What follows belongs to an exercise in optimizing a design on an open flow for small area, a short achievable clock period and few clock cycles; a production flow would make more cautious choices.
RTL that was checked went through simulation tests only; none was proved equivalent to the original.
No activity file was given, so power comes from the tool's default toggle rates.

Setup of the baseline:
// search_top
module search_top
#(
  parameter int DIM = 4,
  parameter int PQ_LENGTH = 5,
  parameter int IN_DEPTH = 4,
  parameter int OUT_CREDITS = 2
) (
  input  logic                   clk_100mhz,
  input  logic                   sys_rst,
  input  logic                   in_valid,
  input  logic [1:0]             in_op,
  input  logic [$clog2(DIM)-1:0] in_index,
  input  logic [15:0]            in_data,
  input  logic [15:0]            in_id,
  output logic                   in_credit,
  output logic                   res_valid,
  output logic [15:0]            res_id,
  output logic [39:0]            res_dist,
  output logic                   res_last,
  input  logic                   out_credit
);
  localparam int DW = 35;    
  localparam int NQ = PQ_LENGTH;
  logic in_q, in_c, in_e;
  assign in_q = in_valid && (in_op == 2'd0);
  assign in_c = in_valid && (in_op == 2'd1);
  assign in_e = in_valid && (in_op == 2'd2);
  logic       busy;       
  logic       cq;         
  logic [2:0] owed;       
  logic [3:0] nfree;      
  logic       withhold;
  logic       credit_d;
  logic       r_e, d_e, s_e, pe, drain_on;
  logic [2:0] owed_inc, owed_dec;
  logic [3:0] nfree_inc;
  logic       nfree_full;
  assign owed_inc   = owed + 3'd1;
  assign owed_dec   = owed - 3'd1;
  assign nfree_inc  = nfree + 4'd1;
  assign nfree_full = (nfree > 4'd3 + 4'(owed));
  assign busy     = r_e || d_e || s_e || pe || drain_on;
  ...
export LEC_CHECK = 0
export CAP_MARGIN = 20
export CORE_MARGIN = 2
export CORE_UTILIZATION = 60
export CTS_CLUSTER_DIAMETER = 150
export CTS_CLUSTER_SIZE = 25
export SLEW_MARGIN = 20
create_clock -name core_clock -period 14.0 [get_ports {clk_100mhz}]
standard.sh (not shown) runs the stock make flow with config.mk's settings and CLKGATE_MAP_FILE= SYNTH_SCRIPT=/design/flow/synth_recipe.tcl, a recipe that flattens the netlist after the stock synthesis.
==> flow/flow/run.sh <==
#!/bin/bash
# Standard layout, with repair_timing aiming for extra setup slack and plain
# buffers on the ports.
set -euo pipefail
bash standard.sh SETUP_SLACK_MARGIN=10.5 "BUFFER_PORTS_ARGS=-buffer_cell sky130_fd_sc_hd__buf_2" finish > standard.log 2>&1
Testbench counts of the baseline, summed over its fixed seeds: cycles 18,955.
> inputs changed (the baseline -> the candidate)
==> flow/flow/run.sh <==
#!/bin/bash
# Standard layout, with repair_timing aiming for extra setup slack and plain
# buffers on the ports.
set -euo pipefail
bash standard.sh SETUP_SLACK_MARGIN=10 "BUFFER_PORTS_ARGS=-buffer_cell sky130_fd_sc_hd__buf_2" finish > standard.log 2>&1
[summary]
Result for the candidate and the baseline: all clean. The baseline → the candidate: wire length dropped 3.6%, first-pass GRT wire length dropped 1.3%, global placer's final weighted congestion climbed 4.0%. Run comparison: the candidate end point of the critical path res_dist[10]; the baseline end point of the critical path res_dist[1]. Against the baseline, post-layout instance area in the candidate came out better. Transition time of the tightest slew-check pin for the candidate is lower than for the baseline.

---

Another version of the RTL of search_top (not shown whole).
Size: roughly 2800 cells after synthesis, ~99 I/O pins, roughly 33000 um^2 of cells after synthesis.
==> flow/design.v (excerpt) <==
module search_top
#(
  parameter int DIM = 4,
  parameter int PQ_LENGTH = 5,
  parameter int IN_DEPTH = 4,
  parameter int OUT_CREDITS = 2
) (
  input  logic                   clk_100mhz,
  input  logic                   sys_rst,
  input  logic                   in_valid,
  input  logic [1:0]             in_op,
  input  logic [$clog2(DIM)-1:0] in_index,
  input  logic [15:0]            in_data,
  input  logic [15:0]            in_id,
  output logic                   in_credit,
  output logic                   res_valid,
  output logic [15:0]            res_id,
  output logic [39:0]            res_dist,
  output logic                   res_last,
  input  logic                   out_credit
);
  localparam int DW = 35;    
  localparam int NQ = PQ_LENGTH;
  logic in_q, in_c, in_e;
  assign in_q = in_valid && (in_op == 2'd0);
  assign in_c = in_valid && (in_op == 2'd1);
  assign in_e = in_valid && (in_op == 2'd2);
  logic       busy;       
  logic       cq;         
  logic [2:0] owed;       
  logic [2:0] nfree;      
  logic       withhold;
  logic       credit_d;
  logic       r_e, d_e, s_e, pe, drain_on;
  assign busy     = r_e || d_e || s_e || pe || drain_on;
  assign withhold = busy && (nfree == 3'd4) && (in_c || in_e);
  assign credit_d = (in_valid && !withhold) || (!busy && (owed != 3'd0));
  always_ff @(posedge clk_100mhz) begin
    if (sys_rst) begin
      in_credit <= 1'b0;
      owed      <= 3'd0;
      nfree     <= 3'd0;
      cq        <= 1'b0;
    end else begin
      in_credit <= credit_d;
      owed      <= owed + 3'(in_valid) - 3'(credit_d);
      if (!busy) begin
        nfree <= 3'd0;
      end else if ((in_c || in_e) && nfree != 3'd4) begin
        nfree <= nfree + 3'd1;
      end
      if (in_e) begin
        cq <= 1'b0;
      end else if (in_c && in_index == 2'(DIM - 1)) begin
        cq <= 1'b1;
      end
    end
  end
  logic [15:0] cand_id;
  always_ff @(posedge clk_100mhz) begin
    if (in_c && in_index == 2'(DIM - 1)) begin
      cand_id <= in_id;
    end
  end
  logic        r_q, r_c;
  logic [1:0]  r_idx;
  logic [15:0] r_data;
  always_ff @(posedge clk_100mhz) begin
    if (sys_rst) begin
      r_q <= 1'b0;
      r_c <= 1'b0;
      r_e <= 1'b0;
    end else begin
  ...
Settings: LEC_CHECK=0, CAP_MARGIN=20, CORE_MARGIN=2, CORE_UTILIZATION=40, SLEW_MARGIN=20; clock period 14.0 ns.
==> flow/flow/run.sh <==
#!/bin/bash
# Standard layout, with repair_timing aiming for extra setup slack.
set -euo pipefail
bash standard.sh SETUP_SLACK_MARGIN=10 finish > standard.log 2>&1
==> next run, changes <==
Settings changed: CTS_BUF_LIST set to sky130_fd_sc_hd__clkbuf_8.
The new run completed without violations.
Sequential share of layout area increases by 0.30 points.
Utilization decreases by 0.32 points.
Wire length increases by 0.76%.
Function was not checked in any run of this note: the RTL went through the layout flow alone.

---

v31:
Another version of the RTL of search_top (not shown whole).
For scale: ~2300 cells after synthesis, ~99 I/O pins, ~30000 sq um of cells after synthesis.
Settings: LEC_CHECK=0, CAP_MARGIN=20, CORE_MARGIN=2, CORE_UTILIZATION=60, CTS_BUF_LIST=sky130_fd_sc_hd__clkbuf_8 sky130_fd_sc_hd__clkbuf_16, CTS_CLUSTER_DIAMETER=150, CTS_CLUSTER_SIZE=25, SLEW_MARGIN=20; clock period 14.0 ns.
==> flow/flow/run.sh <==
#!/bin/bash
# Standard layout, with repair_timing aiming for extra setup slack and plain
# buffers on the ports.
set -euo pipefail
bash standard.sh SETUP_SLACK_MARGIN=10 "BUFFER_PORTS_ARGS=-buffer_cell sky130_fd_sc_hd__buf_2" finish > standard.log 2>&1
v31 | stages: all done | timing, DRC, antenna: all pass
Testbench counts of v31, summed over its fixed seeds: cycles 18,905.
Changes in v20 relative to v31:
- clearing CTS_BUF_LIST, which used to be sky130_fd_sc_hd__clkbuf_8 sky130_fd_sc_hd__clkbuf_16
- putting PLACE_DENSITY at 0.8 where nothing was set
- swapping 60 for 50 in CORE_UTILIZATION
--- outcome ---
v20 went all the way through the flow, and no timing, DRC or antenna check failed. v20 ends up with a cell area after layout that is about 0.47% higher than in v31. On v20: register-to-register slack is 0.04 ns lower than what v31 gave. Combinational cell fraction of total power: v20 vs v31 — no meaningful difference.
Edits applied to the flow inputs when going from v20 to v28:
- CORE_UTILIZATION changed from 50 to 60
- PLACE_DENSITY removed (was 0.8)
==> flow/flow/run.sh <==
#!/bin/bash
# Standard layout, with repair_timing aiming for extra setup slack and plain
# buffers on the ports.
set -euo pipefail
bash standard.sh SETUP_SLACK_MARGIN=9.9 "BUFFER_PORTS_ARGS=-buffer_cell sky130_fd_sc_hd__buf_2" finish > standard.log 2>&1
Notes after the runs:
- v28 went all the way through synthesis, placement and routing and the layout is clean on timing, DRC and antenna.
- Min worst hold slack across v20 and v28: v20
- Between v20 and v28, the final-layout clock-cell area share figures differ only marginally.
- [compare] base=v20 new=v28: combinational power comparable; post-layout instance count excluding filler cells saw a decrease; share of the core filled with cells in the final layout went up by 11 points; die area now sits lower; power consumption fell 0.81%.
## Diff of input files: v10 against v28
- CTS_CLUSTER_SIZE now 28, was 25
==> flow/flow/run.sh <==
#!/bin/bash
# Standard layout, with repair_timing aiming for extra setup slack and plain
# buffers on the ports.
set -euo pipefail
bash standard.sh SETUP_SLACK_MARGIN=10 "BUFFER_PORTS_ARGS=-buffer_cell sky130_fd_sc_hd__buf_2" finish > standard.log 2>&1
Notes after the runs:
Non-clock buffer count | v10 below v28. Relative to v28, hold slack decreased by 0.0062 ns in v10. The flow did not stop early for v10: all stages ran, and the layout cleared the timing, DRC and antenna checks. v28 -> v10: share of total power consumed by net switching flat. Re area occupied by multi-input gates: v10 and v28 aren't equal, and the higher value belongs to v10. Re number of antenna cells inserted: no difference whatsoever between v28 and v10. Looking at v10 and v28, the final design instance area without fill is a wash. Comparing v10 with v28, the sequential fraction of total cell area came out essentially unchanged. Area added between synthesis and finish: v28 vs v10, no meaningful difference.
What v45 does differently from v10 at the input level:
- changing CTS_CLUSTER_SIZE from 28 to 25
### Flow results
- Diff v10 -> v45: count of clock-buffer cells in the layout now larger, final critical delay including setup and external delays now smaller.
- The number of vias in the routed layout was comparable across v45 and v10.
- v45 and v10 ended up with nearly the same share of final-layout standard cells stronger than drive strength 1.
- Per the comparison of v45 with v10, number of buffers outside the clock class in the layout has remained practically unchanged; design area flat.
- On count of filler cells inserted in the layout, v10 tracks v45 almost exactly.
- From v45 to v10, post-synthesis share of cell area spent on xor and xnor gates did not move at all.
- Between v10 and v45, the area growth from synthesis to final layout figures differ only marginally.

---

Setup of run a:
search_top, a different RTL version from the one above (not shown whole).
Size in the first run: roughly 570 flip-flops, ~31000 um2 of cells after synthesis.
==> flow/config.mk <==
export PLATFORM = sky130hd
export DESIGN_NAME = search_top
export DESIGN_NICKNAME = search_top
export VERILOG_FILES = /design/flow/design.v
export SDC_FILE = /design/flow/constraint.sdc
export NUM_CORES = 4
export LEC_CHECK = 0
export CAP_MARGIN = 20
export CORE_MARGIN = 2
export CORE_UTILIZATION = 70
export CTS_CLUSTER_DIAMETER = 150
export CTS_CLUSTER_SIZE = 25
export SLEW_MARGIN = 20
==> flow/constraint.sdc <==
create_clock -name core_clock -period 14.0 [get_ports {clk_100mhz}]
set_input_delay 2.8000 -clock core_clock [delete_from_list [all_inputs] [get_ports {clk_100mhz}]]
set_output_delay 2.8000 -clock core_clock [all_outputs]
set_load 0.01 [all_outputs]
==> flow/flow/run.sh <==
#!/bin/bash
# Standard layout, with repair_timing aiming for extra setup slack.
set -euo pipefail
bash standard.sh SETUP_SLACK_MARGIN=10 finish > standard.log 2>&1
Here is what was changed in the inputs of run b compared with run a.
Settings: swapping 70 for 60 in CORE_UTILIZATION.
## What came out
- Compared with run a, run b shows a higher number of buffers outside the clock class in the layout.
- Sequential portion of the cell area, run a and run b: smaller value in run b
- Relative to run a, number of well-tap cells placed increased by 95 in run b.
- Run b gives less wire length on met3 than run a did.
No functional check of the RTL was part of any run of this note.

---

search_top with an RTL version that a note above also has.
For scale: about 630 flip-flops, ~99 I/O pins, roughly 30000 um2 of cells after synthesis.
## search_top
module search_top
#(
  parameter int DIM = 4,
  parameter int PQ_LENGTH = 5,
  parameter int IN_DEPTH = 4,
  parameter int OUT_CREDITS = 2
) (
  input  logic                   clk_100mhz,
  input  logic                   sys_rst,
  input  logic                   in_valid,
  input  logic [1:0]             in_op,
  input  logic [$clog2(DIM)-1:0] in_index,
  input  logic [15:0]            in_data,
  input  logic [15:0]            in_id,
  output logic                   in_credit,
  output logic                   res_valid,
  output logic [15:0]            res_id,
  output logic [39:0]            res_dist,
  output logic                   res_last,
  input  logic                   out_credit
);
export LEC_CHECK = 0
export CAP_MARGIN = 20
export CORE_MARGIN = 2
export CORE_UTILIZATION = 60
export CTS_CLUSTER_DIAMETER = 300
export CTS_CLUSTER_SIZE = 25
export SLEW_MARGIN = 20
create_clock -name core_clock -period 14.0 [get_ports {clk_100mhz}]
Scripts as last shown in full above: flow/flow/run.sh
The starting point finished clean.
Testbench counts at the start, summed over its fixed seeds: cycles 18,955.
Change:
- CTS_CLUSTER_DIAMETER: 300 -> 150
After rerunning: Final area stays the same; total power is unchanged; count of clock-buffer cells in the layout is unchanged; synthesized cell count is unchanged.

---

== run A ==
Another version of the RTL of search_top (not shown whole).
Size in the first run: roughly 2900 cells after synthesis, ~500 flip-flops, ~99 I/O pins.
// search_top
module search_top
#(
  parameter int DIM = 4,
  parameter int PQ_LENGTH = 5,
  parameter int IN_DEPTH = 4,
  parameter int OUT_CREDITS = 2
) (
  input  logic                   clk_100mhz,
  input  logic                   sys_rst,
  input  logic                   in_valid,
  input  logic [1:0]             in_op,
  input  logic [$clog2(DIM)-1:0] in_index,
  input  logic [15:0]            in_data,
  input  logic [15:0]            in_id,
  output logic                   in_credit,
  output logic                   res_valid,
  output logic [15:0]            res_id,
  output logic [39:0]            res_dist,
  output logic                   res_last,
  input  logic                   out_credit
);
  localparam int DW = 35;    
  localparam int NQ = PQ_LENGTH;
  logic in_q, in_c, in_e;
  assign in_q = in_valid && (in_op == 2'd0);
  assign in_c = in_valid && (in_op == 2'd1);
  assign in_e = in_valid && (in_op == 2'd2);
  logic       busy;       
  logic       cq;         
  logic [2:0] owed;       
  logic       last_beat;  
  logic       withhold;
  logic       want_ret;
  logic       can_rel;
  logic       credit_d;
  assign withhold = busy && !last_beat && (in_c || in_e);
  assign want_ret = in_valid && !withhold;
  assign can_rel  = !(busy && !last_beat) && (owed != 3'd0);
  assign credit_d = want_ret || can_rel;
  always_ff @(posedge clk_100mhz) begin
    if (sys_rst) begin
      in_credit <= 1'b0;
      owed      <= 3'd0;
      cq        <= 1'b0;
    end else begin
      in_credit <= credit_d;
      owed      <= owed + 3'(in_valid) - 3'(credit_d);
      if (in_e) begin
        cq <= 1'b0;
      end else if (in_c && in_index == 2'(DIM - 1)) begin
        cq <= 1'b1;
      end
    end
  end
  logic [15:0] cand_id;
  always_ff @(posedge clk_100mhz) begin
    if (in_c && in_index == 2'(DIM - 1)) begin
      cand_id <= in_id;
    end
  end
  logic        r_q, r_c, r_e;
  logic [1:0]  r_idx;
  logic [15:0] r_data;
  always_ff @(posedge clk_100mhz) begin
    if (sys_rst) begin
      r_q <= 1'b0;
      r_c <= 1'b0;
      r_e <= 1'b0;
    end else begin
      r_q <= in_q;
      r_c <= in_c;
  ...
==> flow/config.mk <==
export PLATFORM = sky130hd
export DESIGN_NAME = search_top
export DESIGN_NICKNAME = search_top
export VERILOG_FILES = /design/flow/design.v
export SDC_FILE = /design/flow/constraint.sdc
export NUM_CORES = 4
export LEC_CHECK = 0
export CAP_MARGIN = 20
export CORE_MARGIN = 2
export CORE_UTILIZATION = 40
export SLEW_MARGIN = 20
==> flow/constraint.sdc <==
create_clock -name core_clock -period 14.0 [get_ports {clk_100mhz}]
set_input_delay 2.8000 -clock core_clock [delete_from_list [all_inputs] [get_ports {clk_100mhz}]]
set_output_delay 2.8000 -clock core_clock [all_outputs]
set_load 0.01 [all_outputs]
run.sh (not shown) runs the stock make flow with config.mk's settings and CLKGATE_MAP_FILE= SYNTH_SCRIPT=/design/flow/synth_recipe.tcl, a recipe that flattens the netlist after the stock synthesis.
Stock flow here: none of the scripts above is used.
Testbench counts of run A, summed over its fixed seeds: cycles 19,006.
Input changes introduced in run B (baseline for comparison: run A):
==> flow/flow/run.sh (new file) <==
#!/bin/bash
# Standard layout, with repair_timing aiming for extra setup slack.
set -euo pipefail
bash standard.sh SETUP_SLACK_MARGIN=10 finish > standard.log 2>&1
==> flow/standard.sh (new file) <==
#!/bin/bash
# synth_recipe.tcl (not shown) runs the flow's synth.tcl, then flattens the netlist and writes it again
# the make line also repeats each setting of config.mk as NAME=value (left out here)
make -C /OpenROAD-flow-scripts/flow DESIGN_CONFIG=/design/flow/config.mk WORK_HOME=/design/flow/orfs CLKGATE_MAP_FILE= SYNTH_SCRIPT=/design/flow/synth_recipe.tcl "${@:-finish}"
removed: flow/run.sh
--- outcome ---
Reported for run A and run B, number of library cell types mapped by synthesis turned out identical to the last digit. Between run A and run B, the worst setup slack before clock tree synthesis figures differ only marginally. Run B against run A; sum of routed wire length over all layers is up by a few percent. The global-route usage number comes out higher for run B vs run A.

-- static timing again, ports no longer ideal --
How much do the figures lean on ideal ports? The routed layouts below were timed once more, with nothing changed but the port constraints. Step 1: set_driving_cell puts a clkbuf_16 on clk_100mhz and a buf_2 on each other input, an assumption about the parent block. Step 2 moves the port delays by t, midway between the first and last clock arrival at a register: inputs arrive t later, outputs are due t later. That takes back most of the time a late clock gives input paths. a / b / c = no drivers / after step 1 / after step 2; a / b = the first two.
run | t (ns) | setup slack, ns | slew at the worst register clock pin (ns)
the baseline | 0.663 | 9.960 / 9.903 / 9.608 | 0.11 / 0.11
the candidate | 0.643 | 9.987 / 9.930 / 9.610 | 0.10 / 0.10
the first run of note 2 | 0.663 | 9.901 / 9.835 / 9.315 | 0.07 / 0.07
the second run of note 2 | 0.752 | 9.795 / 9.731 / 9.352 | 0.07 / 0.07
v31 | 0.649 | 10.004 / 9.947 / 9.550 | 0.11 / 0.11
v20 | 0.668 | 9.961 / 9.907 / 9.678 | 0.11 / 0.11
v28 | 0.657 | 9.967 / 9.910 / 9.531 | 0.11 / 0.11
v10 | 0.647 | 9.997 / 9.940 / 9.555 | 0.11 / 0.11
v45 | 0.647 | 10.006 / 9.949 / 9.547 | 0.11 / 0.11
run a of note 4 | 0.645 | 9.921 / 9.863 / 9.496 | 0.10 / 0.10
run b of note 4 | 0.649 | 9.927 / 9.869 / 9.481 | 0.11 / 0.11
the first run of note 5 | 0.641 | 9.987 / 9.934 / 9.482 | 0.10 / 0.10
the second run of note 5 | 0.641 | 9.987 / 9.934 / 9.482 | 0.10 / 0.10
run A of note 6 | 0.682 | 9.072 / 9.008 / 8.678 | 0.06 / 0.06
run B of note 6 | 0.665 | 9.853 / 9.795 / 9.330 | 0.06 / 0.06
After both steps every run listed still meets setup and hold. For the first run of note 2, which loses most, drivers alone change the setup slack by -0.066 ns; drivers and shift together by -0.586 ns.
